Context: an optimization exercise on an open-source flow, tuned for small area and a short achievable clock period. The choices shown serve that exercise and are no tape-out recipe. The RTL was checked by simulation tests, not by an equivalence proof against the original design. Power is estimated from default activity; no workload was simulated.

==> inputs of job 6537 <==
==> flow/design.v <==
module gshare_ras_ongorucu #(
  parameter int ADR_BIT      = 32,
  parameter int BTB_DERINLIK = 32,
  parameter int GHR_BIT      = 8,
  parameter int RAS_DERINLIK = 4,
  localparam int IDX = $clog2(BTB_DERINLIK),
  localparam int RP  = $clog2(RAS_DERINLIK)
) (
  input  logic               clk_g,
  input  logic               rst_g,
  input  logic               i_gecerli,
  input  logic [ADR_BIT-1:0] i_buyruk_adresi,
  input  logic               i_is_branch,
  input  logic               i_is_jal,
  input  logic               i_is_jalr,
  input  logic               i_is_call,
  input  logic               i_is_ret,
  input  logic               i_is_comp,
  input  logic [ADR_BIT-1:0] i_jal_hedef,
  output logic               o_gecerli,
  output logic               o_buyruk_ongoru,
  output logic [ADR_BIT-1:0] o_atlanan_adres,
  output logic [GHR_BIT-1:0] o_ghr_ckpt,
  output logic [RP:0]        o_ras_ckpt,
  input  logic               i_guncelle_gecerli,
  input  logic [ADR_BIT-1:0] i_g_adres,
  input  logic               i_g_branch,
  input  logic               i_g_jalr,
  input  logic               i_g_atladi,
  input  logic [ADR_BIT-1:0] i_g_hedef,
  input  logic               i_g_yanlis,
  input  logic [GHR_BIT-1:0] i_g_ghr_ckpt,
  input  logic [RP:0]        i_g_ras_ckpt
);
  localparam logic [RP:0]   RAS_FULL = RAS_DERINLIK[RP:0];
  localparam logic [RP-1:0] PTR_ONE  = RP'(1);
  localparam logic [RP:0]   CNT_ONE  = (RP+1)'(1);
  logic [BTB_DERINLIK-1:0] ctr_hi, ctr_lo_n, btb_valid;
  logic [ADR_BIT-1:0] btb_target [BTB_DERINLIK];
  logic [GHR_BIT-1:0] ghr;
  logic [ADR_BIT-1:0] ras        [RAS_DERINLIK];
  logic [RAS_DERINLIK-1:0] ras_wr;
  logic [RP-1:0]      ras_ptr;
  logic [RP:0]        ras_cnt;
  logic [IDX-1:0]     p_idx, u_idx;
  logic [ADR_BIT-1:0] fall_thru, p_target, ras_top, other_tgt, btb_tgt;
  logic               p_taken, fire, repair, pop_ok, ras_hit, jalr_btb, btb_hit;
  logic [RP-1:0]      ptr_pop, ptr_nxt;
  logic [RP:0]        cnt_pop, cnt_nxt;
  logic [BTB_DERINLIK-1:0] p_dec, u_dec, p_sel;
  logic               unused_ok;
  assign repair    = i_guncelle_gecerli & i_g_yanlis;
  assign fire      = i_gecerli & ~repair;
  assign p_idx     = i_buyruk_adresi[IDX+1:2] ^ ghr[IDX-1:0];
  assign u_idx     = i_g_adres[IDX+1:2] ^ i_g_ghr_ckpt[IDX-1:0];
  assign fall_thru = i_buyruk_adresi + {{(ADR_BIT-3){1'b0}}, ~i_is_comp, i_is_comp, 1'b0};
  assign unused_ok = ^{i_g_adres[ADR_BIT-1:IDX+2], i_g_adres[1:0]};
  assign ras_top   = ras_wr[ras_ptr] ? ras[ras_ptr] : '0;
  assign ras_hit  = i_is_ret && ras_cnt != '0;
  assign jalr_btb = ~i_is_jal & i_is_jalr & ~ras_hit;
  always_comb begin
    for (int i = 0; i < BTB_DERINLIK; i++) begin
      p_dec[i] = (p_idx == IDX'(i));
      u_dec[i] = (u_idx == IDX'(i));
      p_sel[i] = p_dec[i] & btb_valid[i] & (i_is_branch ? ctr_hi[i] : jalr_btb);
    end
    btb_tgt = '0;
    for (int i = 0; i < BTB_DERINLIK; i++) btb_tgt = btb_tgt | ({ADR_BIT{p_sel[i]}} & btb_target[i]);
  end
  assign btb_hit = |p_sel;
  always_comb begin
    other_tgt = fall_thru;
    if (!i_is_branch) begin
      if (i_is_jal)                  other_tgt = i_jal_hedef;
      else if (i_is_jalr && ras_hit) other_tgt = ras_top;
    end
  end
  assign p_taken  = btb_hit | (~i_is_branch & (i_is_jal | (i_is_jalr & ras_hit)));
  assign p_target = btb_tgt | ({ADR_BIT{~btb_hit}} & other_tgt);
  always_comb begin
    pop_ok  = ras_hit;
    ptr_pop = pop_ok ? ras_ptr - PTR_ONE : ras_ptr;
    cnt_pop = pop_ok ? ras_cnt - CNT_ONE : ras_cnt;
    ptr_nxt = ptr_pop;
    cnt_nxt = cnt_pop;
    if (i_is_call) begin
      ptr_nxt = ptr_pop + PTR_ONE;
      if (cnt_pop != RAS_FULL) cnt_nxt = cnt_pop + CNT_ONE;
    end
  end
  always_ff @(posedge clk_g or negedge rst_g) begin
    if (!rst_g) begin
      ctr_hi    <= '0;
      ctr_lo_n  <= '0;
      btb_valid <= '0;
      ras_wr    <= '0;
      ghr       <= '0;
      ras_ptr   <= '0;
      ras_cnt   <= '0;
      o_gecerli <= 1'b0;
    end else begin
      for (int i = 0; i < BTB_DERINLIK; i++) begin
        if (i_guncelle_gecerli && i_g_branch && u_dec[i]) begin
          if (i_g_atladi) begin
            ctr_hi[i]   <= ctr_hi[i] | ~ctr_lo_n[i];
            ctr_lo_n[i] <= ~ctr_hi[i] & ~ctr_lo_n[i];
          end else begin
            ctr_hi[i]   <= ctr_hi[i] & ~ctr_lo_n[i];
            ctr_lo_n[i] <= ~ctr_hi[i] | ~ctr_lo_n[i];
          end
        end
        if (i_guncelle_gecerli && (i_g_atladi || i_g_jalr) && u_dec[i]) btb_valid[i] <= 1'b1;
      end
      if (repair) begin
        ghr     <= i_g_branch ? {i_g_ghr_ckpt[GHR_BIT-2:0], i_g_atladi} : i_g_ghr_ckpt;
        ras_ptr <= i_g_ras_ckpt[RP:1];
        ras_cnt <= i_g_ras_ckpt[0] ? RAS_FULL : '0;
      end else if (fire) begin
        if (i_is_branch) ghr <= {ghr[GHR_BIT-2:0], p_taken};
        if (i_is_call) ras_wr[ptr_nxt] <= 1'b1;
        ras_ptr <= ptr_nxt;
        ras_cnt <= cnt_nxt;
      end
      o_gecerli <= fire;
    end
  end
  always_ff @(posedge clk_g) begin
    for (int i = 0; i < BTB_DERINLIK; i++)
      if (i_guncelle_gecerli && (i_g_atladi || i_g_jalr) && u_dec[i]) btb_target[i] <= i_g_hedef;
    if (fire && i_is_call) ras[ptr_nxt] <= fall_thru;
  end
  always_ff @(posedge clk_g) begin
    o_buyruk_ongoru <= p_taken;
    o_atlanan_adres <= p_target;
    o_ghr_ckpt      <= ghr;
    o_ras_ckpt      <= {ras_ptr, ras_cnt != '0};
  end
endmodule
==> flow/run.sh <==
#!/bin/bash
# synth_recipe.tcl (not shown) runs the flow's synth.tcl, then flattens the netlist and writes it again
# the make line also repeats each setting of config.mk as NAME=value (left out here)
make -C /OpenROAD-flow-scripts/flow DESIGN_CONFIG=/design/flow/config.mk WORK_HOME=/design/flow/orfs CLKGATE_MAP_FILE= SYNTH_SCRIPT=/design/flow/synth_recipe.tcl finish
==> flow/config.mk <==
export PLATFORM = sky130hd
export DESIGN_NAME = gshare_ras_ongorucu
export DESIGN_NICKNAME = gshare_ras_ongorucu
export VERILOG_FILES = /design/flow/design.v
export SDC_FILE = /design/flow/constraint.sdc
export NUM_CORES = 4
export LEC_CHECK = 0
export CAP_MARGIN = 20
export CORE_MARGIN = 2
export CORE_UTILIZATION = 40
export CTS_CLUSTER_DIAMETER = 90
export CTS_CLUSTER_SIZE = 26
export SETUP_SLACK_MARGIN = 4.0
export SLEW_MARGIN = 20
==> flow/constraint.sdc <==
create_clock -name core_clock -period 5.5 [get_ports {clk_g}]
set_input_delay 1.1000 -clock core_clock [delete_from_list [all_inputs] [get_ports {clk_g}]]
set_output_delay 1.1000 -clock core_clock [all_outputs]
set_load 0.01 [all_outputs]
==> inputs of job 6811, as changes to job 6537 <==
--- a/flow/design.v
+++ b/flow/design.v
@@ -44,16 +44,27 @@
   logic [RP:0]        ras_cnt;
   logic [IDX-1:0]     p_idx, u_idx;
   logic [ADR_BIT-1:0] fall_thru, p_target, ras_top, other_tgt, btb_tgt;
-  logic               p_taken, fire, repair, pop_ok, ras_hit, jalr_btb, btb_hit;
+  logic               p_taken, fire, repair, pop_ok, ras_hit, jalr_btb, btb_hit, hit_br, hit_any;
   logic [RP-1:0]      ptr_pop, ptr_nxt;
   logic [RP:0]        cnt_pop, cnt_nxt;
-  logic [BTB_DERINLIK-1:0] p_dec, u_dec, p_sel;
+  logic [BTB_DERINLIK-1:0] p_dec, u_dec;
   logic               unused_ok;
   assign repair    = i_guncelle_gecerli & i_g_yanlis;
   assign fire      = i_gecerli & ~repair;
   assign p_idx     = i_buyruk_adresi[IDX+1:2] ^ ghr[IDX-1:0];
   assign u_idx     = i_g_adres[IDX+1:2] ^ i_g_ghr_ckpt[IDX-1:0];
-  assign fall_thru = i_buyruk_adresi + {{(ADR_BIT-3){1'b0}}, ~i_is_comp, i_is_comp, 1'b0};
+  always_comb begin
+    logic c2;
+    c2 = ~i_is_comp | i_buyruk_adresi[1];
+    fall_thru[0] = i_buyruk_adresi[0];
+    fall_thru[1] = i_buyruk_adresi[1] ^ i_is_comp;
+    for (int b = 2; b < ADR_BIT; b++) begin
+      logic ones;
+      ones = 1'b1;
+      for (int k = 2; k < b; k++) ones = ones & i_buyruk_adresi[k];
+      fall_thru[b] = i_buyruk_adresi[b] ^ (c2 & ones);
+    end
+  end
   assign unused_ok = ^{i_g_adres[ADR_BIT-1:IDX+2], i_g_adres[1:0]};
   assign ras_top   = ras_wr[ras_ptr] ? ras[ras_ptr] : '0;
   assign ras_hit  = i_is_ret && ras_cnt != '0;
@@ -62,12 +73,13 @@
     for (int i = 0; i < BTB_DERINLIK; i++) begin
       p_dec[i] = (p_idx == IDX'(i));
       u_dec[i] = (u_idx == IDX'(i));
-      p_sel[i] = p_dec[i] & btb_valid[i] & (i_is_branch ? ctr_hi[i] : jalr_btb);
     end
     btb_tgt = '0;
-    for (int i = 0; i < BTB_DERINLIK; i++) btb_tgt = btb_tgt | ({ADR_BIT{p_sel[i]}} & btb_target[i]);
+    for (int i = 0; i < BTB_DERINLIK; i++) btb_tgt = btb_tgt | ({ADR_BIT{p_dec[i]}} & btb_target[i]);
   end
-  assign btb_hit = |p_sel;
+  assign hit_br  = |(p_dec & btb_valid & ctr_hi);
+  assign hit_any = |(p_dec & btb_valid);
+  assign btb_hit = i_is_branch ? hit_br : (jalr_btb & hit_any);
   always_comb begin
     other_tgt = fall_thru;
     if (!i_is_branch) begin
@@ -76,7 +88,7 @@
     end
   end
   assign p_taken  = btb_hit | (~i_is_branch & (i_is_jal | (i_is_jalr & ras_hit)));
-  assign p_target = btb_tgt | ({ADR_BIT{~btb_hit}} & other_tgt);
+  assign p_target = btb_hit ? btb_tgt : other_tgt;
   always_comb begin
     pop_ok  = ras_hit;
     ptr_pop = pop_ok ? ras_ptr - PTR_ONE : ras_ptr;
--- a/flow/config.mk
+++ b/flow/config.mk
@@ -8,7 +8,6 @@
 export CAP_MARGIN = 20
 export CORE_MARGIN = 2
 export CORE_UTILIZATION = 40
-export CTS_CLUSTER_DIAMETER = 90
-export CTS_CLUSTER_SIZE = 26
-export SETUP_SLACK_MARGIN = 4.0
+export CTS_BUF_LIST = sky130_fd_sc_hd__clkbuf_8
+export SETUP_SLACK_MARGIN = 3.2
 export SLEW_MARGIN = 20
==> inputs of job 8552, as changes to job 6537 <==
--- a/flow/design.v
+++ b/flow/design.v
@@ -43,7 +43,8 @@
   logic [RP-1:0]      ras_ptr;
   logic [RP:0]        ras_cnt;
   logic [IDX-1:0]     p_idx, u_idx;
-  logic [ADR_BIT-1:0] fall_thru, p_target, ras_top, other_tgt, btb_tgt;
+  logic [ADR_BIT-1:0] fall_thru, ras_top, other_tgt, btb_tgt;
+  logic [ADR_BIT-1:0] r_btb_tgt, r_other_tgt;
   logic               p_taken, fire, repair, pop_ok, ras_hit, jalr_btb, btb_hit;
   logic [RP-1:0]      ptr_pop, ptr_nxt;
   logic [RP:0]        cnt_pop, cnt_nxt;
@@ -76,7 +77,7 @@
     end
   end
   assign p_taken  = btb_hit | (~i_is_branch & (i_is_jal | (i_is_jalr & ras_hit)));
-  assign p_target = btb_tgt | ({ADR_BIT{~btb_hit}} & other_tgt);
+  assign o_atlanan_adres = r_btb_tgt | r_other_tgt;
   always_comb begin
     pop_ok  = ras_hit;
     ptr_pop = pop_ok ? ras_ptr - PTR_ONE : ras_ptr;
@@ -131,7 +132,8 @@
   end
   always_ff @(posedge clk_g) begin
     o_buyruk_ongoru <= p_taken;
-    o_atlanan_adres <= p_target;
+    r_btb_tgt       <= btb_tgt;
+    r_other_tgt     <= {ADR_BIT{~btb_hit}} & other_tgt;
     o_ghr_ckpt      <= ghr;
     o_ras_ckpt      <= {ras_ptr, ras_cnt != '0};
   end
==> flow/config.mk (replaced) <==
export PLATFORM = sky130hd
export DESIGN_NAME = gshare_ras_ongorucu
export DESIGN_NICKNAME = gshare_ras_ongorucu
export VERILOG_FILES = /design/flow/design.v
export SDC_FILE = /design/flow/constraint.sdc
export NUM_CORES = 4
export LEC_CHECK = 0
export ABC_AREA = 1
export CAP_MARGIN = 20
export CORE_MARGIN = 2
export CORE_UTILIZATION = 40
export CTS_CLUSTER_DIAMETER = 80
export CTS_CLUSTER_SIZE = 24
export SETUP_SLACK_MARGIN = 2.7
export SLEW_MARGIN = 20
==> summary.txt <==
item	job 6537	job 8552	job 6811
Status	finished clean	finished clean	finished clean
Capture instance of the worst register-to-register path	o_atlanan_adres[10]$_DFF_P_	r_other_tgt[26]$_DFF_P_	o_atlanan_adres[7]$_DFF_P_
Sequential cell fraction of total power	0.549	0.573	0.483
Worst R2R Path Depth	16	16	11
Clock-cell share of area	0.0254	0.0356	0.0592
Clock Latency Late Sink	0.80 ns	0.68 ns	0.92 ns
Hold Worst Slack	0.202 ns	0.386 ns	0.344 ns
Sequential group power	11,900 uW	12,100 uW	11,800 uW
Global routing met2 resource utilization	0.499	0.416	0.446
Global placement routability congestion	0.846	0.862	0.858
Number of gates resized after CTS	1,465	304	560
Cell-internal power	15,600 uW	15,500 uW	17,200 uW
Final non-filler cell area	72,000 um^2	63,800 um^2	63,200 um^2

port drivers added, routing unchanged:
The flow's constraints put no driver on any port. The routed layouts listed below were extracted and timed again, unchanged, in two steps. Step 1 (the two cells are an assumption about what drives the block):
set clk [get_ports {clk_g}]
set_driving_cell -lib_cell sky130_fd_sc_hd__clkbuf_16 $clk
set_driving_cell -lib_cell sky130_fd_sc_hd__buf_2 [delete_from_list [all_inputs] $clk]
Step 2 moves the port delays by t, midway between the first and last clock arrival at a register: inputs arrive t later, outputs are due t later. That takes back most of the time a late clock gives input paths. Slacks: ideal / step 1 / step 2; pairs: ideal / step 1.
| run | t, ns | setup slack, ns | worst hold slack (ns) | worst data-port slew with drivers (ns) |
|---|---|---|---|---|
| job 6537 | 0.834 | 2.479 / 2.479 / 1.703 | 0.201 / 0.166 / 0.385 | 0.14 |
| job 6811 | 0.961 | 2.215 / 2.215 / 1.352 | 0.344 / 0.314 / 0.382 | 0.17 |
| job 8552 | 0.736 | 2.677 / 2.650 / 1.984 | 0.386 / 0.341 / 0.387 | 0.20 |
After both steps setup and hold are still met in every run listed. The setup slack of job 6811, which loses most, moves by 0.000 ns with the drivers and by -0.863 ns with both steps.
